Source: an optimization exercise on an open RTL-to-GDS flow (aim: small area, a short achievable clock period and few clock cycles per item). Production flows keep margins and buffers that such runs may drop. The RTL of this run was laid out without a check of its function.

File: config.mk
export PLATFORM = sky130hd
export DESIGN_NAME = go_to_goal_drive_controller_unit
export DESIGN_NICKNAME = go_to_goal_drive_controller_unit
export VERILOG_FILES = /design/flow/design.v
export SDC_FILE = /design/flow/constraint.sdc
export NUM_CORES = 4
export LEC_CHECK = 0
export CAP_MARGIN = 20
export CORE_MARGIN = 2
export CORE_UTILIZATION = 40
export CTS_BUF_LIST = sky130_fd_sc_hd__clkbuf_16
export CTS_CLUSTER_DIAMETER = 80
export CTS_CLUSTER_SIZE = 20
export SETUP_SLACK_MARGIN = 5
export SLEW_MARGIN = 20
File: constraint.sdc
create_clock -name core_clock -period 10.0 [get_ports {clk}]
set_input_delay 2.0000 -clock core_clock [delete_from_list [all_inputs] [get_ports {clk}]]
set_output_delay 2.0000 -clock core_clock [all_outputs]
set_load 0.01 [all_outputs]
File: design.v
`timescale 1ns / 1ps
package ggdc_pkg;
  localparam int CORDIC_STEPS_DEF = 16;
  localparam int ATAN_IW          = 5;    
  localparam int PC_W             = 3;
  localparam logic [1:0] OPN_TICK  = 2'd0;
  localparam logic [1:0] OPN_START = 2'd1;
  localparam logic [1:0] OPN_STOP  = 2'd2;
  localparam longint    PI_Q30       = 64'd3373259426;
  localparam int        PI_Q13       = 25736;
  localparam int        INV_GAIN_Q16 = 39797;
  localparam int        RECIP5_Q18   = 52429;   
  localparam int        TURN_MAX     = 3277;
  localparam int        DRV_TURN_MAX = 2048;
  localparam int        SPEED_MIN    = 819;
  localparam int        SPEED_MAX    = 3277;
  localparam int        SPEED_SAT_D  = 409;     
  typedef enum logic [2:0] {
    OP_IDLE, OP_ROTATE, OP_MUL_LO, OP_MUL_HI, OP_DIST, OP_DECIDE, OP_FINISH, OP_EMIT
  } op_t;
  typedef enum logic [1:0] {
    J_NEXT, J_DISPATCH, J_LOOP, J_WAIT_OUT
  } jmp_t;
  typedef logic [PC_W-1:0] pc_t;
  typedef struct packed {
    op_t  op;
    jmp_t jmp;
    pc_t  target;
  } ucode_t;
  typedef struct packed {
    logic go;
    logic stop;
    logic out_free;
  } cond_t;
  localparam pc_t PC_IDLE   = 3'd0;
  localparam pc_t PC_ROTATE = 3'd1;
  localparam pc_t PC_MUL_LO = 3'd2;
  localparam pc_t PC_MUL_HI = 3'd3;
  localparam pc_t PC_DIST   = 3'd4;
  localparam pc_t PC_DECIDE = 3'd5;
  localparam pc_t PC_FINISH = 3'd6;
  localparam pc_t PC_EMIT   = 3'd7;
endpackage
`timescale 1ns / 1ps
module ggdc_add #(
  parameter int W = 8,
  parameter int STYLE = 1
) (
  input  logic [W-1:0] a,
  input  logic [W-1:0] b,
  input  logic         ci,
  output logic [W-1:0] s
);
  if (STYLE == 0) begin : g_plain
    assign s = a + b + W'(ci);
  end else if (STYLE == 2) begin : g_ripple
    logic [W:0] c;
    always_comb begin
      c[0] = ci;
      for (int i = 0; i < W; i++) begin
        s[i]   = a[i] ^ b[i] ^ c[i];
        c[i+1] = (a[i] & b[i]) | (c[i] & (a[i] ^ b[i]));
      end
    end
  end else begin : g_bk
    localparam int L = $clog2(W);
    logic [W-1:0] p, g, gg, pp;
    always_comb begin
      p  = a ^ b;
      g  = a & b;
      gg = g;
      pp = p;
      gg[0] = g[0] | (p[0] & ci);
      for (int l = 0; l < L; l++) begin
        for (int i = (2 << l) - 1; i < W; i += (2 << l)) begin
          gg[i] = gg[i] | (pp[i] & gg[i - (1 << l)]);
          pp[i] = pp[i] & pp[i - (1 << l)];
        end
      end
      for (int l = L - 2; l >= 0; l--) begin
        for (int i = (3 << l) - 1; i < W; i += (2 << l)) begin
          gg[i] = gg[i] | (pp[i] & gg[i - (1 << l)]);
          pp[i] = pp[i] & pp[i - (1 << l)];
        end
      end
      s[0] = p[0] ^ ci;
      for (int i = 1; i < W; i++) s[i] = p[i] ^ gg[i-1];
    end
  end
endmodule
`timescale 1ns / 1ps
module go_to_goal_drive_controller_unit (
  input  logic        clk,
  input  logic        rst,
  input  logic        psel,
  input  logic        penable,
  input  logic        pwrite,
  input  logic [3:0]  paddr,
  input  logic [31:0] pwdata,
  output logic [31:0] prdata,
  output logic        pready,
  input  logic        s_tvalid,
  output logic        s_tready,
  input  logic [79:0] s_tdata,    
  input  logic [2:0]  s_tuser,    
  output logic        m_tvalid,
  input  logic        m_tready,
  output logic [31:0] m_tdata,    
  output logic [0:0]  m_tuser     
);
  localparam int ADD_STYLE = 1;
  localparam int TSTYLE    = 0;
  logic signed [31:0] goal_east, goal_north;
  logic [15:0]        arrive_radius;
  logic [14:0]        heading_tolerance;
  wire                cfg_wr = psel & penable & pwrite;
  assign pready = 1'b1;
  always_ff @(posedge clk) begin
    if (rst) begin
      goal_east         <= '0;
      goal_north        <= '0;
      arrive_radius     <= 16'd128;
      heading_tolerance <= 15'd1229;
    end else if (cfg_wr) begin
      case (paddr[3:2])
        2'd0:    goal_east         <= pwdata;
        2'd1:    goal_north        <= pwdata;
        2'd2:    arrive_radius     <= pwdata[15:0];
        default: heading_tolerance <= pwdata[14:0];
      endcase
    end
  end
  always_comb begin
    case (paddr[3:2])
      2'd0:    prdata = goal_east;
      2'd1:    prdata = goal_north;
      2'd2:    prdata = {16'b0, arrive_radius};
      default: prdata = {17'b0, heading_tolerance};
    endcase
  end
  wire adv      = ~m_tvalid | m_tready;
  assign s_tready = adv;
  wire in_acc   = s_tvalid & adv;
  wire in_start = s_tuser[1:0] == 2'd1;
  wire in_stop  = s_tuser[1:0] == 2'd2;
  wire in_tick  = (s_tuser[1:0] == 2'd0) & s_tuser[2];    
  logic [1:0] r1_k;    
  logic signed [15:0] r1_hd;
  logic signed [32:0] r1_dx;
  logic signed [32:0] r1_dy;
  logic  r1_dyz;
  always_ff @(posedge clk) begin
    if (rst) r1_k <= 2'd0;
    else if (adv) r1_k <= in_acc ? {in_tick | in_stop, in_tick | in_start} : 2'd0;
    if (adv) begin
      r1_hd <= s_tdata[79:64];
      r1_dx <= {goal_east[31], goal_east} - {s_tdata[31], s_tdata[31:0]};
      r1_dy <= {goal_north[31], goal_north} - {s_tdata[63], s_tdata[63:32]};
      r1_dyz <= goal_north == s_tdata[63:32];
    end
  end
  wire        c0_neg = r1_dx[32];
  wire        c0_dyn = r1_dy[32];
  wire        c0_dyz = r1_dyz;    
  wire        s_0    = c0_neg ? (c0_dyn | c0_dyz) : ~c0_dyn;    
  wire        c0_mx  = s_0 ^ c0_neg;
  wire [32:0] c0_ax  = r1_dx ^ {33{c0_neg}};
  wire [32:0] c0_ay  = r1_dy ^ {33{c0_dyn}};
  wire [32:0] c0_by  = r1_dy ^ {33{c0_neg}};
  wire [32:0] c0_bx  = r1_dx ^ {33{c0_mx}};
  wire [34:0] c0_x1  = {{2{c0_ax[32]}}, c0_ax} + {{2{c0_ay[32]}}, c0_ay} + {34'b0, c0_neg} + {34'b0, c0_dyn};
  wire [34:0] c0_y1  = {{2{c0_by[32]}}, c0_by} + {{2{c0_bx[32]}}, c0_bx} + {34'b0, c0_neg} + {34'b0, c0_mx};
  wire [1:0]  c0_q   = {c0_neg, ~c0_dyn};    
  wire [44:0] xn_0 = {c0_x1[32:0], 12'b0};
  wire signed [44:0] yn_0 = {c0_y1[32:0], 12'b0};
  logic [1:0] r2_k;    
  logic signed [15:0] r2_hd;
  logic [1:0] r2_q;
  logic [0:0] r2_s;
  logic [44:12] r2_x;
  logic signed [44:12] r2_y;
  always_ff @(posedge clk) begin
    if (rst) r2_k <= 2'd0;
    else if (adv) r2_k <= r1_k;
    if (adv) begin
      r2_hd <= r1_hd;
      r2_q <= c0_q;
      r2_s <= {s_0};
      r2_x <= xn_0[44:12];
      r2_y <= yn_0[44:12];
    end
  end
  wire [44:0] x_1 = {r2_x, 12'b0};
  wire signed [44:0] y_1 = {r2_y, 12'b0};
  wire s_1 = ~y_1[44];    
  wire signed [44:0] ysh_1 = y_1 >>> 1;
  wire [44:0] xsh_1 = x_1 >> 1;
  wire [45:0] xn_1;
  ggdc_add #(.W(46), .STYLE(ADD_STYLE)) u_ax1 (.a(46'(x_1)), .b(46'(ysh_1) ^ {46{~s_1}}), .ci(~s_1), .s(xn_1));
  wire signed [45:0] yn_1;
  ggdc_add #(.W(46), .STYLE(ADD_STYLE)) u_ay1 (.a(46'(y_1)), .b(46'({1'b0, xsh_1}) ^ {46{s_1}}), .ci(s_1), .s(yn_1));
  logic [1:0] r3_k;    
  logic signed [15:0] r3_hd;
  logic [1:0] r3_q;
  logic [1:0] r3_s;
  logic [45:11] r3_x;
  logic signed [45:11] r3_y;
  always_ff @(posedge clk) begin
    if (rst) r3_k <= 2'd0;
    else if (adv) r3_k <= r2_k;
    if (adv) begin
      r3_hd <= r2_hd;
      r3_q <= r2_q;
      r3_s <= {{s_1}, r2_s};
      r3_x <= xn_1[45:11];
      r3_y <= yn_1[45:11];
    end
  end
  wire [45:0] x_2 = {r3_x, 11'b0};
  wire signed [45:0] y_2 = {r3_y, 11'b0};
  wire s_2 = ~y_2[45];    
  wire signed [45:0] ysh_2 = y_2 >>> 2;
  wire [45:0] xsh_2 = x_2 >> 2;
  wire [45:0] xn_2;
  ggdc_add #(.W(46), .STYLE(ADD_STYLE)) u_ax2 (.a(46'(x_2)), .b(46'(ysh_2) ^ {46{~s_2}}), .ci(~s_2), .s(xn_2));
  wire signed [44:0] yn_2;
  ggdc_add #(.W(45), .STYLE(ADD_STYLE)) u_ay2 (.a(45'(y_2)), .b(45'({1'b0, xsh_2}) ^ {45{s_2}}), .ci(s_2), .s(yn_2));
  logic [1:0] r4_k;    
  logic signed [15:0] r4_hd;
  logic [1:0] r4_q;
  logic [2:0] r4_s;
  logic [45:9] r4_x;
  logic signed [44:9] r4_y;
  always_ff @(posedge clk) begin
    if (rst) r4_k <= 2'd0;
    else if (adv) r4_k <= r3_k;
    if (adv) begin
      r4_hd <= r3_hd;
      r4_q <= r3_q;
      r4_s <= {{s_2}, r3_s};
      r4_x <= xn_2[45:9];
      r4_y <= yn_2[44:9];
    end
  end
  wire [45:0] x_3 = {r4_x, 9'b0};
  wire signed [44:0] y_3 = {r4_y, 9'b0};
  wire s_3 = ~y_3[44];    
  wire signed [44:0] ysh_3 = y_3 >>> 3;
  wire [45:0] xsh_3 = x_3 >> 3;
  wire [45:0] xn_3;
  ggdc_add #(.W(46), .STYLE(ADD_STYLE)) u_ax3 (.a(46'(x_3)), .b(46'(ysh_3) ^ {46{~s_3}}), .ci(~s_3), .s(xn_3));
  wire signed [43:0] yn_3;
  ggdc_add #(.W(44), .STYLE(ADD_STYLE)) u_ay3 (.a(44'(y_3)), .b(44'({1'b0, xsh_3}) ^ {44{s_3}}), .ci(s_3), .s(yn_3));
  logic [1:0] r5_k;    
  logic signed [15:0] r5_hd;
  logic [1:0] r5_q;
  logic [3:0] r5_s;
  logic [45:6] r5_x;
  logic signed [43:6] r5_y;
  always_ff @(posedge clk) begin
    if (rst) r5_k <= 2'd0;
    else if (adv) r5_k <= r4_k;
    if (adv) begin
      r5_hd <= r4_hd;
      r5_q <= r4_q;
      r5_s <= {{s_3}, r4_s};
      r5_x <= xn_3[45:6];
      r5_y <= yn_3[43:6];
    end
  end
  wire [45:0] x_4 = {r5_x, 6'b0};
  wire signed [43:0] y_4 = {r5_y, 6'b0};
  wire s_4 = ~y_4[43];    
  wire signed [43:0] ysh_4 = y_4 >>> 4;
  wire [45:0] xsh_4 = x_4 >> 4;
  wire [45:0] xn_4;
  ggdc_add #(.W(46), .STYLE(ADD_STYLE)) u_ax4 (.a(46'(x_4)), .b(46'(ysh_4) ^ {46{~s_4}}), .ci(~s_4), .s(xn_4));
  wire signed [42:0] yn_4;
  ggdc_add #(.W(43), .STYLE(ADD_STYLE)) u_ay4 (.a(43'(y_4)), .b(43'({1'b0, xsh_4}) ^ {43{s_4}}), .ci(s_4), .s(yn_4));
  logic [1:0] r6_k;    
  logic signed [15:0] r6_hd;
  logic [1:0] r6_q;
  logic [4:0] r6_s;
  logic [45:2] r6_x;
  logic signed [42:2] r6_y;
  always_ff @(posedge clk) begin
    if (rst) r6_k <= 2'd0;
    else if (adv) r6_k <= r5_k;
    if (adv) begin
      r6_hd <= r5_hd;
      r6_q <= r5_q;
      r6_s <= {{s_4}, r5_s};
      r6_x <= xn_4[45:2];
      r6_y <= yn_4[42:2];
    end
  end
  wire [45:0] x_5 = {r6_x, 2'b0};
  wire signed [42:0] y_5 = {r6_y, 2'b0};
  wire s_5 = ~y_5[42];    
  wire signed [42:0] ysh_5 = y_5 >>> 5;
  wire [45:0] xsh_5 = x_5 >> 5;
  wire [45:0] xn_5;
  ggdc_add #(.W(46), .STYLE(ADD_STYLE)) u_ax5 (.a(46'(x_5)), .b(46'(ysh_5) ^ {46{~s_5}}), .ci(~s_5), .s(xn_5));
  wire signed [41:0] yn_5;
  ggdc_add #(.W(42), .STYLE(ADD_STYLE)) u_ay5 (.a(42'(y_5)), .b(42'({1'b0, xsh_5}) ^ {42{s_5}}), .ci(s_5), .s(yn_5));
  logic [1:0] r7_k;    
  logic signed [15:0] r7_hd;
  logic [1:0] r7_q;
  logic [5:0] r7_s;
  logic [45:0] r7_x;
  logic signed [41:0] r7_y;
  always_ff @(posedge clk) begin
    if (rst) r7_k <= 2'd0;
    else if (adv) r7_k <= r6_k;
    if (adv) begin
      r7_hd <= r6_hd;
      r7_q <= r6_q;
      r7_s <= {{s_5}, r6_s};
      r7_x <= xn_5[45:0];
      r7_y <= yn_5[41:0];
    end
  end
  wire [45:0] x_6 = r7_x;
  wire signed [41:0] y_6 = r7_y;
  wire s_6 = ~y_6[41];    
  wire signed [41:0] ysh_6 = y_6 >>> 6;
  wire [45:0] xsh_6 = x_6 >> 6;
  wire [45:0] xn_6;
  ggdc_add #(.W(46), .STYLE(ADD_STYLE)) u_ax6 (.a(46'(x_6)), .b(46'(ysh_6) ^ {46{~s_6}}), .ci(~s_6), .s(xn_6));
  wire signed [40:0] yn_6;
  ggdc_add #(.W(41), .STYLE(ADD_STYLE)) u_ay6 (.a(41'(y_6)), .b(41'({1'b0, xsh_6}) ^ {41{s_6}}), .ci(s_6), .s(yn_6));
  logic [1:0] r8_k;    
  logic signed [15:0] r8_hd;
  logic [1:0] r8_q;
  logic [6:0] r8_s;
  logic [45:0] r8_x;
  logic signed [40:0] r8_y;
  always_ff @(posedge clk) begin
    if (rst) r8_k <= 2'd0;
    else if (adv) r8_k <= r7_k;
    if (adv) begin
      r8_hd <= r7_hd;
      r8_q <= r7_q;
      r8_s <= {{s_6}, r7_s};
      r8_x <= xn_6[45:0];
      r8_y <= yn_6[40:0];
    end
  end
  wire [45:0] x_7 = r8_x;
  wire signed [40:0] y_7 = r8_y;
  wire s_7 = ~y_7[40];    
  wire signed [40:0] ysh_7 = y_7 >>> 7;
  wire [45:0] xsh_7 = x_7 >> 7;
  wire [45:0] xn_7;
  ggdc_add #(.W(46), .STYLE(ADD_STYLE)) u_ax7 (.a(46'(x_7)), .b(46'(ysh_7) ^ {46{~s_7}}), .ci(~s_7), .s(xn_7));
  wire signed [39:0] yn_7;
  ggdc_add #(.W(40), .STYLE(ADD_STYLE)) u_ay7 (.a(40'(y_7)), .b(40'({1'b0, xsh_7}) ^ {40{s_7}}), .ci(s_7), .s(yn_7));
  logic [1:0] r9_k;    
  logic signed [15:0] r9_hd;
  logic [1:0] r9_q;
  logic [7:0] r9_s;
  logic [45:0] r9_x;
  logic signed [39:0] r9_y;
  always_ff @(posedge clk) begin
    if (rst) r9_k <= 2'd0;
    else if (adv) r9_k <= r8_k;
    if (adv) begin
      r9_hd <= r8_hd;
      r9_q <= r8_q;
      r9_s <= {{s_7}, r8_s};
      r9_x <= xn_7[45:0];
      r9_y <= yn_7[39:0];
    end
  end
  wire [45:0] x_8 = r9_x;
  wire signed [39:0] y_8 = r9_y;
  wire s_8 = ~y_8[39];    
  wire signed [39:0] ysh_8 = y_8 >>> 8;
  wire [45:0] xsh_8 = x_8 >> 8;
  wire [45:0] xn_8;
  ggdc_add #(.W(46), .STYLE(ADD_STYLE)) u_ax8 (.a(46'(x_8)), .b(46'(ysh_8) ^ {46{~s_8}}), .ci(~s_8), .s(xn_8));
  wire signed [38:0] yn_8;
  ggdc_add #(.W(39), .STYLE(ADD_STYLE)) u_ay8 (.a(39'(y_8)), .b(39'({1'b0, xsh_8}) ^ {39{s_8}}), .ci(s_8), .s(yn_8));
  logic [1:0] r10_k;    
  logic signed [15:0] r10_hd;
  logic [1:0] r10_q;
  logic [8:0] r10_s;
  logic [45:0] r10_x;
  logic signed [38:0] r10_y;
  always_ff @(posedge clk) begin
    if (rst) r10_k <= 2'd0;
    else if (adv) r10_k <= r9_k;
    if (adv) begin
      r10_hd <= r9_hd;
      r10_q <= r9_q;
      r10_s <= {{s_8}, r9_s};
      r10_x <= xn_8[45:0];
      r10_y <= yn_8[38:0];
    end
  end
  wire [45:0] x_9 = r10_x;
  wire signed [38:0] y_9 = r10_y;
  wire s_9 = ~y_9[38];    
  wire signed [38:0] ysh_9 = y_9 >>> 9;
  wire [45:0] xsh_9 = x_9 >> 9;
  wire [45:0] xn_9;
  ggdc_add #(.W(46), .STYLE(ADD_STYLE)) u_ax9 (.a(46'(x_9)), .b(46'(ysh_9) ^ {46{~s_9}}), .ci(~s_9), .s(xn_9));
  wire signed [37:0] yn_9;
  ggdc_add #(.W(38), .STYLE(ADD_STYLE)) u_ay9 (.a(38'(y_9)), .b(38'({1'b0, xsh_9}) ^ {38{s_9}}), .ci(s_9), .s(yn_9));
  logic [1:0] r11_k;    
  logic signed [15:0] r11_hd;
  logic [1:0] r11_q;
  logic [9:0] r11_s;
  logic [45:0] r11_x;
  logic signed [37:0] r11_y;
  always_ff @(posedge clk) begin
    if (rst) r11_k <= 2'd0;
    else if (adv) r11_k <= r10_k;
    if (adv) begin
      r11_hd <= r10_hd;
      r11_q <= r10_q;
      r11_s <= {{s_9}, r10_s};
      r11_x <= xn_9[45:0];
      r11_y <= yn_9[37:0];
    end
  end
  wire [45:0] x_10 = r11_x;
  wire signed [37:0] y_10 = r11_y;
  wire s_10 = ~y_10[37];    
  wire signed [37:0] ysh_10 = y_10 >>> 10;
  wire [45:0] xsh_10 = x_10 >> 10;
  wire [45:0] xn_10;
  ggdc_add #(.W(46), .STYLE(ADD_STYLE)) u_ax10 (.a(46'(x_10)), .b(46'(ysh_10) ^ {46{~s_10}}), .ci(~s_10), .s(xn_10));
  wire signed [36:0] yn_10;
  ggdc_add #(.W(37), .STYLE(ADD_STYLE)) u_ay10 (.a(37'(y_10)), .b(37'({1'b0, xsh_10}) ^ {37{s_10}}), .ci(s_10), .s(yn_10));
  logic [1:0] r12_k;    
  logic signed [15:0] r12_hd;
  logic [1:0] r12_q;
  logic [10:0] r12_s;
  logic [45:0] r12_x;
  logic signed [36:0] r12_y;
  always_ff @(posedge clk) begin
    if (rst) r12_k <= 2'd0;
    else if (adv) r12_k <= r11_k;
    if (adv) begin
      r12_hd <= r11_hd;
      r12_q <= r11_q;
      r12_s <= {{s_10}, r11_s};
      r12_x <= xn_10[45:0];
      r12_y <= yn_10[36:0];
    end
  end
  wire [45:0] x_11 = r12_x;
  wire signed [36:0] y_11 = r12_y;
  wire s_11 = ~y_11[36];    
  wire signed [36:0] ysh_11 = y_11 >>> 11;
  wire [45:0] xsh_11 = x_11 >> 11;
  wire [45:0] xn_11;
  ggdc_add #(.W(46), .STYLE(ADD_STYLE)) u_ax11 (.a(46'(x_11)), .b(46'(ysh_11) ^ {46{~s_11}}), .ci(~s_11), .s(xn_11));
  wire signed [35:0] yn_11;
  ggdc_add #(.W(36), .STYLE(ADD_STYLE)) u_ay11 (.a(36'(y_11)), .b(36'({1'b0, xsh_11}) ^ {36{s_11}}), .ci(s_11), .s(yn_11));
  logic [1:0] r13_k;    
  logic signed [15:0] r13_hd;
  logic [1:0] r13_q;
  logic [11:0] r13_s;
  logic [45:0] r13_x;
  logic signed [35:0] r13_y;
  always_ff @(posedge clk) begin
    if (rst) r13_k <= 2'd0;
    else if (adv) r13_k <= r12_k;
    if (adv) begin
      r13_hd <= r12_hd;
      r13_q <= r12_q;
      r13_s <= {{s_11}, r12_s};
      r13_x <= xn_11[45:0];
      r13_y <= yn_11[35:0];
    end
  end
  wire [45:0] x_12 = r13_x;
  wire signed [35:0] y_12 = r13_y;
  wire s_12 = ~y_12[35];    
  wire signed [35:0] ysh_12 = y_12 >>> 12;
  wire [45:0] xsh_12 = x_12 >> 12;
  wire [45:0] xn_12;
  ggdc_add #(.W(46), .STYLE(ADD_STYLE)) u_ax12 (.a(46'(x_12)), .b(46'(ysh_12) ^ {46{~s_12}}), .ci(~s_12), .s(xn_12));
  wire signed [34:0] yn_12;
  ggdc_add #(.W(35), .STYLE(ADD_STYLE)) u_ay12 (.a(35'(y_12)), .b(35'({1'b0, xsh_12}) ^ {35{s_12}}), .ci(s_12), .s(yn_12));
  logic [1:0] r14_k;    
  logic signed [15:0] r14_hd;
  logic [1:0] r14_q;
  logic [12:0] r14_s;
  logic [45:0] r14_x;
  logic signed [34:0] r14_y;
  always_ff @(posedge clk) begin
    if (rst) r14_k <= 2'd0;
    else if (adv) r14_k <= r13_k;
    if (adv) begin
      r14_hd <= r13_hd;
      r14_q <= r13_q;
      r14_s <= {{s_12}, r13_s};
      r14_x <= xn_12[45:0];
      r14_y <= yn_12[34:0];
    end
  end
  wire [45:0] x_13 = r14_x;
  wire signed [34:0] y_13 = r14_y;
  wire s_13 = ~y_13[34];    
  wire signed [34:0] ysh_13 = y_13 >>> 13;
  wire [45:0] xsh_13 = x_13 >> 13;
  wire [45:0] xn_13;
  ggdc_add #(.W(46), .STYLE(ADD_STYLE)) u_ax13 (.a(46'(x_13)), .b(46'(ysh_13) ^ {46{~s_13}}), .ci(~s_13), .s(xn_13));
  wire signed [33:0] yn_13;
  ggdc_add #(.W(34), .STYLE(ADD_STYLE)) u_ay13 (.a(34'(y_13)), .b(34'({1'b0, xsh_13}) ^ {34{s_13}}), .ci(s_13), .s(yn_13));
  logic [1:0] r15_k;    
  logic signed [15:0] r15_hd;
  logic [1:0] r15_q;
  logic [13:0] r15_s;
  logic [45:0] r15_x;
  logic signed [33:0] r15_y;
  always_ff @(posedge clk) begin
    if (rst) r15_k <= 2'd0;
    else if (adv) r15_k <= r14_k;
    if (adv) begin
      r15_hd <= r14_hd;
      r15_q <= r14_q;
      r15_s <= {{s_13}, r14_s};
      r15_x <= xn_13[45:0];
      r15_y <= yn_13[33:0];
    end
  end
  wire [45:0] x_14 = r15_x;
  wire signed [33:0] y_14 = r15_y;
  wire s_14 = ~y_14[33];    
  wire signed [33:0] ysh_14 = y_14 >>> 14;
  wire [45:0] xsh_14 = x_14 >> 14;
  wire [45:0] xn_14;
  ggdc_add #(.W(46), .STYLE(ADD_STYLE)) u_ax14 (.a(46'(x_14)), .b(46'(ysh_14) ^ {46{~s_14}}), .ci(~s_14), .s(xn_14));
  wire signed [32:0] yn_14;
  ggdc_add #(.W(33), .STYLE(ADD_STYLE)) u_ay14 (.a(33'(y_14)), .b(33'({1'b0, xsh_14}) ^ {33{s_14}}), .ci(s_14), .s(yn_14));
  logic [1:0] r16_k;    
  logic signed [15:0] r16_hd;
  logic [1:0] r16_q;
  logic [14:0] r16_s;
  logic [45:0] r16_x;
  logic signed [32:0] r16_y;
  always_ff @(posedge clk) begin
    if (rst) r16_k <= 2'd0;
    else if (adv) r16_k <= r15_k;
    if (adv) begin
      r16_hd <= r15_hd;
      r16_q <= r15_q;
      r16_s <= {{s_14}, r15_s};
      r16_x <= xn_14[45:0];
      r16_y <= yn_14[32:0];
    end
  end
  wire [45:0] x_15 = r16_x;
  wire signed [32:0] y_15 = r16_y;
  wire s_15 = ~y_15[32];    
  wire signed [32:0] ysh_15 = y_15 >>> 15;
  wire [45:0] xsh_15 = x_15 >> 15;
  wire [45:0] xn_15;
  ggdc_add #(.W(46), .STYLE(ADD_STYLE)) u_ax15 (.a(46'(x_15)), .b(46'(ysh_15) ^ {46{~s_15}}), .ci(~s_15), .s(xn_15));
  wire signed [31:0] yn_15;
  ggdc_add #(.W(32), .STYLE(ADD_STYLE)) u_ay15 (.a(32'(y_15)), .b(32'({1'b0, xsh_15}) ^ {32{s_15}}), .ci(s_15), .s(yn_15));
  wire [14:0] sg = 15'({{s_15}, r16_s});    
  wire [4:0] ta_i = ~sg[4:0];
  logic [33:0] ta;
  always_comb begin
    case (ta_i)
      5'd0: ta = 34'd3609486738;
      5'd1: ta = 34'd1922857024;
      5'd2: ta = 34'd2613811080;
      5'd3: ta = 34'd927181366;
      5'd4: ta = 34'd3083399064;
      5'd5: ta = 34'd1396769350;
      5'd6: ta = 34'd2087723406;
      5'd7: ta = 34'd401093692;
      5'd8: ta = 34'd3342436420;
      5'd9: ta = 34'd1655806706;
      5'd10: ta = 34'd2346760762;
      5'd11: ta = 34'd660131048;
      5'd12: ta = 34'd2816348746;
      5'd13: ta = 34'd1129719032;
      5'd14: ta = 34'd1820673088;
      5'd15: ta = 34'd134043374;
      5'd16: ta = 34'd3475443364;
      5'd17: ta = 34'd1788813650;
      5'd18: ta = 34'd2479767706;
      5'd19: ta = 34'd793137992;
      5'd20: ta = 34'd2949355690;
      5'd21: ta = 34'd1262725976;
      5'd22: ta = 34'd1953680032;
      5'd23: ta = 34'd267050318;
      5'd24: ta = 34'd3208393046;
      5'd25: ta = 34'd1521763332;
      5'd26: ta = 34'd2212717388;
      5'd27: ta = 34'd526087674;
      5'd28: ta = 34'd2682305372;
      5'd29: ta = 34'd995675658;
      5'd30: ta = 34'd1686629714;
      5'd31: ta = 34'd0;
      default: ta = '0;
    endcase
  end
  wire [4:0] tb_i = ~sg[9:5];
  logic [33:0] tb;
  always_comb begin
    case (tb_i)
      5'd0: tb = 34'd129998472;
      5'd1: tb = 34'd62911440;
      5'd2: tb = 34'd96446770;
      5'd3: tb = 34'd29359738;
      5'd4: tb = 34'd113221598;
      5'd5: tb = 34'd46134566;
      5'd6: tb = 34'd79669896;
      5'd7: tb = 34'd12582864;
      5'd8: tb = 34'd121609906;
      5'd9: tb = 34'd54522874;
      5'd10: tb = 34'd88058204;
      5'd11: tb = 34'd20971172;
      5'd12: tb = 34'd104833032;
      5'd13: tb = 34'd37746000;
      5'd14: tb = 34'd71281330;
      5'd15: tb = 34'd4194298;
      5'd16: tb = 34'd125804174;
      5'd17: tb = 34'd58717142;
      5'd18: tb = 34'd92252472;
      5'd19: tb = 34'd25165440;
      5'd20: tb = 34'd109027300;
      5'd21: tb = 34'd41940268;
      5'd22: tb = 34'd75475598;
      5'd23: tb = 34'd8388566;
      5'd24: tb = 34'd117415608;
      5'd25: tb = 34'd50328576;
      5'd26: tb = 34'd83863906;
      5'd27: tb = 34'd16776874;
      5'd28: tb = 34'd100638734;
      5'd29: tb = 34'd33551702;
      5'd30: tb = 34'd67087032;
      5'd31: tb = 34'd0;
      default: tb = '0;
    endcase
  end
  logic [35:0] kq;
  always_comb begin
    case (r16_q)
      2'b11:   kq = 36'd1501649045;
      2'b10:   kq = 36'd63474606929;
      default: kq = 36'd66847866355;
    endcase
  end
  wire [35:0] zf = {14'b0, sg[10], sg[11], sg[12], sg[13], sg[14], 17'b0};    
  wire [35:0] zh = {~{{3{r16_hd[15]}}, r16_hd}, 17'b0};
  wire [35:0] zc_s0_0 = kq ^ 36'(ta) ^ 36'(tb);
  wire [35:0] zc_c0_0 = {((kq & 36'(ta)) | (kq & 36'(tb)) | (36'(ta) & 36'(tb)))} << 1;
  wire [35:0] zc_s1_0 = zc_s0_0 ^ zc_c0_0 ^ zf;
  wire [35:0] zc_c1_0 = {((zc_s0_0 & zc_c0_0) | (zc_s0_0 & zf) | (zc_c0_0 & zf))} << 1;
  wire [35:0] zc_s2_0 = zc_s1_0 ^ zc_c1_0 ^ zh;
  wire [35:0] zc_c2_0 = {((zc_s1_0 & zc_c1_0) | (zc_s1_0 & zh) | (zc_c1_0 & zh))} << 1;
  wire [17:0] zlo;
  ggdc_add #(.W(18), .STYLE(ADD_STYLE)) u_zl (.a({1'b0, zc_s2_0[16:0]}), .b({1'b0, zc_c2_0[16:0]}), .ci(1'b0), .s(zlo));
  wire [18:0] zhs = zc_s2_0[35:17];
  wire [18:0] zhc = zc_c2_0[35:17];
  wire xbig_15 = (|x_15[45:29]) | xn_15[29];
  logic [1:0] r17_k;    
  logic  r17_s15;
  logic [18:0] r17_zhs;
  logic [18:0] r17_zhc;
  logic  r17_zca;
  logic  r17_zl16;
  logic [28:0] r17_x;
  logic  r17_big;
  always_ff @(posedge clk) begin
    if (rst) r17_k <= 2'd0;
    else if (adv) r17_k <= r16_k;
    if (adv) begin
      r17_s15 <= s_15;
      r17_zhs <= zhs;
      r17_zhc <= zhc;
      r17_zca <= zlo[17];
      r17_zl16 <= zlo[16];
      r17_x <= xn_15[28:0];
      r17_big <= xbig_15;
    end
  end
  wire        zc2 = r17_zl16 & r17_s15;    
  wire [18:0] zk  = {17'b0, zc2 & r17_zca, zc2 ^ r17_zca};
  wire [18:0] ec_s0_0 = r17_zhs ^ r17_zhc ^ zk;
  wire [18:0] ec_c0_0 = {((r17_zhs & r17_zhc) | (r17_zhs & zk) | (r17_zhc & zk))} << 1;
  wire signed [18:0] err_raw;
  ggdc_add #(.W(19), .STYLE(ADD_STYLE)) u_er (.a(ec_s0_0), .b(ec_c0_0), .ci(1'b0), .s(err_raw));
  wire        dbig = r17_big;
  wire [45:0] dx29 = 46'(r17_x);
  wire [45:0] dc_s0_0 = (dx29 << 15) ^ (dx29 << 13) ^ (dx29 << 2);
  wire [45:0] dc_c0_0 = {(((dx29 << 15) & (dx29 << 13)) | ((dx29 << 15) & (dx29 << 2)) | ((dx29 << 13) & (dx29 << 2)))} << 1;
  wire [45:0] dc_s0_3 = dx29 ^ ~(dx29 << 10) ^ ~(dx29 << 7);
  wire [45:0] dc_c0_3 = {((dx29 & ~(dx29 << 10)) | (dx29 & ~(dx29 << 7)) | (~(dx29 << 10) & ~(dx29 << 7)))} << 1;
  wire [45:0] dc_s1_0 = dc_s0_0 ^ dc_c0_0 ^ dc_s0_3;
  wire [45:0] dc_c1_0 = {((dc_s0_0 & dc_c0_0) | (dc_s0_0 & dc_s0_3) | (dc_c0_0 & dc_s0_3))} << 1;
  wire [45:0] dc_s1_3 = dc_c0_3 ^ ~(dx29 << 4) ^ 46'd134217731;
  wire [45:0] dc_c1_3 = {((dc_c0_3 & ~(dx29 << 4)) | (dc_c0_3 & 46'd134217731) | (~(dx29 << 4) & 46'd134217731))} << 1;
  wire [45:0] dc_s2_0 = dc_s1_0 ^ dc_c1_0 ^ dc_s1_3;
  wire [45:0] dc_c2_0 = {((dc_s1_0 & dc_c1_0) | (dc_s1_0 & dc_s1_3) | (dc_c1_0 & dc_s1_3))} << 1;
  wire [45:0] dc_s3_0 = dc_s2_0 ^ dc_c2_0 ^ dc_c1_3;
  wire [45:0] dc_c3_0 = {((dc_s2_0 & dc_c2_0) | (dc_s2_0 & dc_c1_3) | (dc_c2_0 & dc_c1_3))} << 1;
  wire [28:0] dlo;
  ggdc_add #(.W(29), .STYLE(ADD_STYLE)) u_dl (.a({1'b0, dc_s3_0[27:0]}), .b({1'b0, dc_c3_0[27:0]}), .ci(1'b0), .s(dlo));
  logic [1:0] r18_k;    
  logic signed [18:0] r18_err;
  logic [16:0] r18_ds;
  logic [16:0] r18_dc;
  logic  r18_dcy;
  logic  r18_big;
  always_ff @(posedge clk) begin
    if (rst) r18_k <= 2'd0;
    else if (adv) r18_k <= r17_k;
    if (adv) begin
      r18_err <= err_raw;
      r18_ds <= dc_s3_0[44:28];
      r18_dc <= dc_c3_0[44:28];
      r18_dcy <= dlo[28];
      r18_big <= dbig;
    end
  end
  wire [16:0] dval;
  ggdc_add #(.W(17), .STYLE(ADD_STYLE)) u_dh (.a(r18_ds), .b(r18_dc), .ci(r18_dcy), .s(dval));
  localparam logic signed [18:0] PI_E   = 19'sd25736;
  localparam logic signed [18:0] TWO_PI = 19'sd51472;
  logic signed [18:0] err_w;
  always_comb begin
    if (r18_err > PI_E)       err_w = r18_err - TWO_PI;
    else if (r18_err < -PI_E) err_w = r18_err + TWO_PI;
    else                       err_w = r18_err;
  end
  wire        e_neg = err_w[18];
  wire [15:0] e_mag = 16'(e_neg ? -err_w : err_w);      
  wire        reach = ~r18_big & ({1'b0, dval} < {2'b0, arrive_radius});
  wire        d_hi  = r18_big | (dval > 17'd409);
  wire        d_lo  = dval < 17'd103;                   
  logic [1:0] r19_k;    
  logic  r19_reach;
  logic  r19_hi;
  logic  r19_lo;
  logic  r19_neg;
  logic [15:0] r19_mag;
  logic [8:0] r19_d;
  always_ff @(posedge clk) begin
    if (rst) r19_k <= 2'd0;
    else if (adv) r19_k <= r18_k;
    if (adv) begin
      r19_reach <= reach;
      r19_hi <= d_hi;
      r19_lo <= d_lo;
      r19_neg <= e_neg;
      r19_mag <= e_mag;
      r19_d <= dval[8:0];
    end
  end
  wire        spin   = {1'b0, r19_mag} > {2'b0, heading_tolerance};
  wire [17:0] spin_t = (18'(r19_mag) + {1'b0, r19_mag, 1'b0} + 18'd2) >> 2;    
  wire        f_sat  = r19_mag >= 16'd5119;
  wire [27:0] f_m    = 28'(r19_mag[12:0]);
  wire [27:0] fc_s0_0 = (f_m << 14) ^ (f_m << 13) ^ (f_m << 10);
  wire [27:0] fc_c0_0 = {(((f_m << 14) & (f_m << 13)) | ((f_m << 14) & (f_m << 10)) | ((f_m << 13) & (f_m << 10)))} << 1;
  wire [27:0] fc_s0_3 = (f_m << 9) ^ (f_m << 6) ^ (f_m << 5);
  wire [27:0] fc_c0_3 = {(((f_m << 9) & (f_m << 6)) | ((f_m << 9) & (f_m << 5)) | ((f_m << 6) & (f_m << 5)))} << 1;
  wire [27:0] fc_s1_0 = fc_s0_0 ^ fc_c0_0 ^ fc_s0_3;
  wire [27:0] fc_c1_0 = {((fc_s0_0 & fc_c0_0) | (fc_s0_0 & fc_s0_3) | (fc_c0_0 & fc_s0_3))} << 1;
  wire [27:0] fc_s1_3 = fc_c0_3 ^ (f_m << 3) ^ 28'd26216;
  wire [27:0] fc_c1_3 = {((fc_c0_3 & (f_m << 3)) | (fc_c0_3 & 28'd26216) | ((f_m << 3) & 28'd26216))} << 1;
  wire [27:0] fc_s2_0 = fc_s1_0 ^ fc_c1_0 ^ fc_s1_3;
  wire [27:0] fc_c2_0 = {((fc_s1_0 & fc_c1_0) | (fc_s1_0 & fc_s1_3) | (fc_c1_0 & fc_s1_3))} << 1;
  wire [27:0] fc_s3_0 = fc_s2_0 ^ fc_c2_0 ^ fc_c1_3;
  wire [27:0] fc_c3_0 = {((fc_s2_0 & fc_c2_0) | (fc_s2_0 & fc_c1_3) | (fc_c2_0 & fc_c1_3))} << 1;
  wire [16:0] f_lo;
  ggdc_add #(.W(17), .STYLE(ADD_STYLE)) u_fl (.a({1'b0, fc_s3_0[15:0]}), .b({1'b0, fc_c3_0[15:0]}), .ci(1'b0), .s(f_lo));
  wire [11:0] f_s = fc_s3_0[27:16];
  wire [11:0] f_c = fc_c3_0[27:16];
  wire        spin_sat = r19_mag >= 16'd4370;                
  wire [11:0] spd = r19_hi ? 12'd3277 : (r19_lo ? 12'd819 : {r19_d, 3'b0});
  logic [1:0] r20_k;    
  logic  r20_reach;
  logic  r20_neg;
  logic  r20_spin;
  logic  r20_ssat;
  logic  r20_fsat;
  logic [11:0] r20_st;
  logic [11:0] r20_fs;
  logic [11:0] r20_fc;
  logic  r20_fcy;
  logic [11:0] r20_spd;
  always_ff @(posedge clk) begin
    if (rst) r20_k <= 2'd0;
    else if (adv) r20_k <= r19_k;
    if (adv) begin
      r20_reach <= r19_reach;
      r20_neg <= r19_neg;
      r20_spin <= spin;
      r20_ssat <= spin_sat;
      r20_fsat <= f_sat;
      r20_st <= spin_t[11:0];
      r20_fs <= f_s;
      r20_fc <= f_c;
      r20_fcy <= f_lo[16];
      r20_spd <= spd;
    end
  end
  wire [11:0] f_q;
  ggdc_add #(.W(12), .STYLE(ADD_STYLE)) u_fh (.a(r20_fs), .b(r20_fc), .ci(r20_fcy), .s(f_q));    
  wire [11:0] t_mag = r20_spin ? (r20_ssat ? 12'd3277 : r20_st) : (r20_fsat ? 12'd2048 : f_q);
  wire [11:0] o_spd = r20_spin ? 12'd0 : r20_spd;
  logic armed;
  wire  q_v = (|r20_k), q_tick = (&r20_k), q_stop = (r20_k == 2'd2);
  wire  tick_live = q_v & q_tick & armed;
  wire  beat      = q_v & (q_stop | tick_live);
  logic [11:0] o_speed;
  logic [12:0] o_turn;
  logic        o_arr;
  always_ff @(posedge clk) begin
    if (rst) begin
      armed    <= 1'b0;
      m_tvalid <= 1'b0;
    end else if (adv) begin
      m_tvalid <= beat;
      if (q_v & ~q_tick & ~q_stop) armed <= 1'b1;    
      else if (q_v & q_stop)       armed <= 1'b0;    
      else if (tick_live & r20_reach)       armed <= 1'b0;    
    end
    if (adv) begin
      if (~tick_live | r20_reach) begin
        o_speed <= '0;
        o_turn  <= '0;
      end else begin
        o_speed <= o_spd;
        o_turn  <= r20_neg ? -{1'b0, t_mag} : {1'b0, t_mag};
      end
      o_arr <= tick_live & r20_reach;
    end
  end
  assign m_tdata = {7'b0, o_turn, o_speed};
  assign m_tuser = o_arr;
endmodule
File: run.sh
#!/bin/bash
# synth_recipe.tcl (not shown) runs the flow's synth.tcl, then flattens the netlist and writes it again
# the make line also repeats each setting of config.mk as NAME=value (left out here)
make -C /OpenROAD-flow-scripts/flow DESIGN_CONFIG=/design/flow/config.mk WORK_HOME=/design/flow/orfs CLKGATE_MAP_FILE= SYNTH_SCRIPT=/design/flow/synth_recipe.tcl finish
==> flow_summary_export.csv <==
group,metric,value,unit
routing,num_vias,82150,
sta,rsz0062_at_grt,"yes",
die,die_h,591.4,microns
routing,detail_route.vias_per_cell,4.904,
global_route,first_global_vias,84040,
global_route,grt_max_degree,183,
clocking,cts_buffer_depth,4,
sta,fin_skew,0.05401,ns
logic_synthesis,syn_inst,11830,
sta,period_share,51.18,%
final_layout,layoutNonFillerInstCount,16750,
die,core_area,343300,sq um
worst_setup_path,crit_buf_inv,5,
routing,wl_per_cell,18.19,microns
global_route,grt_usage,17.46,%
clocking,cts_tree,"built",
place,dp_cells,16410,
worst_setup_path,cp_slowest_cell,"mux4_2",
logic_synthesis,syn-cell-area,138000,sq um
final_layout,final_cell_mix,"edfxtp_1, inv_1, ha_1",
worst_setup_path,cp-end-kind,"primary output",
final_layout,drive_gt1_share,5.110,%
worst_setup_path,cp.required,8.00,ns
place,dpl_cell_area,145300,sq um
clocking,worst_skew_pair.late_latency,0.90,ns
worst_setup_path,path_max_fanout,5,
final_layout,design_area,152300,sq um
sta,setup_viol,0,
logic_synthesis,yosys_warnings,35,
routing,drt-initial-drc-count,4746,
final_layout,fin_util,44.36,%
place,io_buffers,183,
clocking,htree_levels,4,
clocking,cts_hold_buf,0,
worst_setup_path,slowest_delay,0.55,ns
sta,slew_viol_final,0,
worst_setup_path,cp_cell_sequence,"buf_12 -> buf_12 -> buf_6 -> buf_6 -> mux4_2 -> buf_6",
logic_synthesis,yosys.cell_types.count,85,
place,dp_hpwl,237.7,mm
die,die_x,591.4,microns
clocking,clock-sinks,2035,
routing,routed_wl,304.8,mm
final_layout,fin_nets,14470,
worst_hold_path,min_path_type,"reg -> reg",
die,start_util,40.20,%
logic_synthesis,ys_seq_area_share,43.29,%
worst_setup_path,worst-setup-path-type,"in -> out",
worst_setup_path,worst_path_most_repeated_cell,"buf_6",
sta,worst_pin_slew,1.050,ns
logic_synthesis,ys_ff_latch,2035,
global_route,gr-total-overflow,0,
final_layout,areaGrowthSynthToFinish,10.34,%
clocking,root_buffer,"clkbuf_16",
logic_synthesis,syn_avg_cell_area,11.67,sq um
sta,slew_headroom,30.01,%
logic_synthesis,synthFlopType,"edfxtp_1",
logic_synthesis,synth_edf_count,1898,
clocking,path_clk_slew,0.08,ns
sta,fmax,195.4,MHz
worst_setup_path,path_delay_family,"buffers and inverters",
sta,finalHoldViolCount,0,
routing,drt_pass1_iterations,13,
final_layout,fillerInstances,31990,
flow_run,cap_violations,0,
run_status,status,"complete, no violations",
global_route,grt_pass1_wl,476.8,mm
die,io_pins,194,
clocking,numCtsBuffers,152,
die,placementRows,215,
final_layout,final_common_cell,"edfxtp_1",
global_route,antenna_found_initial,19,
sta,tns,0,ns
die,dieArea,349700,sq um
worst_setup_path,cp.arrival,3.12,ns
routing,drc_errors,0,
routing,ant_nets,0,
sta,timing.hold.ws,0.3977,ns
place,place_congestion,0.8627,
logic_synthesis,async_flop_share,0,%
worst_setup_path,startpoint_type,"primary input",
sta,fin_crit,5.118,ns
## sequential cells by signal, summed over array words and instances, names as in the netlist, 46 cells and up
| signal | count |
|---|---|
| r7_x | 46 |
| r15_x | 46 |
| r8_x | 46 |
| r9_x | 46 |
| r14_x | 46 |
| r12_x | 46 |
| r10_x | 46 |
| r16_x | 46 |
| r11_x | 46 |
| r13_x | 46 |
## cells by family (layout without fill, tap and decap cells)
kind of cell,count (synthesis),after routing,share of synthesized area (%)
adders and majority gates,2255,2255,24.30
buffers and inverters,2082,2442,5.687
DFF,2035,2035,43.29
AOI/OAI and AO/OA,1845,1845,8.487
xor gates and xnor gates,1813,1813,11.51
and+or+nand+nor,1730,1730,6.102
muxes,63,63,0.6238
other,2,12,0.005442
## timing repair
action,CTS,global route
endpoints found under the hold margin,0,0
gates resized for setup,216,139
cloned,13,2
pin swaps,6,18
setup endpoints to repair,551,361
buffers inserted,29,47
## cell usage after synthesis (79+ instances only)
library cell | count | area share, %
nor2_1 | 368 | 1.0
xnor2_1 | 1030 | 6.5
nand4_1 | 95 | 0.43
o21ai_0 | 290 | 1.1
a21o_1 | 367 | 2.0
inv_1 | 1841 | 5.0
nand2_1 | 552 | 1.5
nor3_1 | 102 | 0.37
xor2_1 | 783 | 5.0
edfxtp_1 | 1898 | 41
nor2b_1 | 122 | 0.55
dfxtp_1 | 137 | 2.0
clkbuf_1 | 150 | 0.41
fa_1 | 710 | 10
nand2b_1 | 103 | 0.47
o21a_1 | 93 | 0.51
a21oi_1 | 655 | 2.4
nand3_1 | 111 | 0.40
ha_1 | 1542 | 14
buf_1 | 79 | 0.21
## worst reg2reg max path: cells and delay by family, from the launching register on
family,cells,cell delay [ns]
AOI/OAI and AO/OA,9,2.03
adders and majority gates,2,0.82
buffers and inverters,3,0.57
DFF,1,0.46
and+or+nand+nor,3,0.37
xor gates and xnor gates,2,0.32
## metrics by stage
step / setup slack [ns]
finish: 4.882
global route: 4.879
CTS: 4.831
detailed placement: 3.793
global placement: 3.821
floorplan: 1.216
## path summary, 6_finish.rpt
check,startpoint,endpoint,slack (ns),cells after the start
hold reg to reg,r19_reach$_DFFE_PN_,r20_reach$_DFFE_PN_,0.40,0
setup reg to reg,r14_y[34]$_DFFE_PN_,r15_y[33]$_DFFE_PN_,5.18,19
setup / recovery,paddr[2],prdata[4],4.88,6
hold / removal,r19_reach$_DFFE_PN_,r20_reach$_DFFE_PN_,0.40,0
## area by class of cell
| class | count | area, sq um | share of cell area [%] |
|---|---|---|---|
| flip-flops and latches | 2035 | 59740 | 39.23 |
| repair inverters | 4 | 31.28 | 0.02054 |
| clock buffers | 160 | 4004 | 2.629 |
| diodes | 4 | 10.01 | 0.006574 |
| inverters | 1842 | 6954 | 4.567 |
| well taps | 4557 | 5702 | 3.744 |
| clock inverters | 92 | 1006 | 0.6606 |
| repair buffers | 344 | 3646 | 2.394 |
| multi-input cells | 7714 | 71180 | 46.75 |
## per-layer routing
metal / vias up / wire (microns) / global-route usage, % / part of all wire, %
met2: 1292 / 145600 / 29.83 / 48
met3: 414 / 12430 / 2.058 / 4.1
li1: 40810 / - / - / -
met1: 39640 / 137700 / 23.32 / 45
met4: 8 / 8913 / 4.981 / 2.9
met5: - / 51 / 0 / 0.017

[port drivers added, routing unchanged]
No port has a modelled driver above. Below, the same layout with a new extraction and two added sets of constraints. Step 1, drivers: a clkbuf_16 drives clk and a buf_2 each remaining input, both assumed. Step 2 adds t to the input delays and takes it off the output delays; t is the mean of the earliest and latest rising clock arrival at the registers after step 1. Input paths then give back, and output paths get back, about the clock's delay inside the block. Slacks: ideal / step 1 / step 2; pairs: ideal / step 1.
t, ns: 0.987
setup WS [ns]: 4.882 / 4.818 / 4.188
worst hold slack (ns): 0.398 / 0.398 / 0.398
worst slew at a driven data input, ns: 0.09
After both steps setup and hold are still met in this run. The setup slack of this run moves by -0.064 ns with the drivers and by -0.694 ns with both steps.
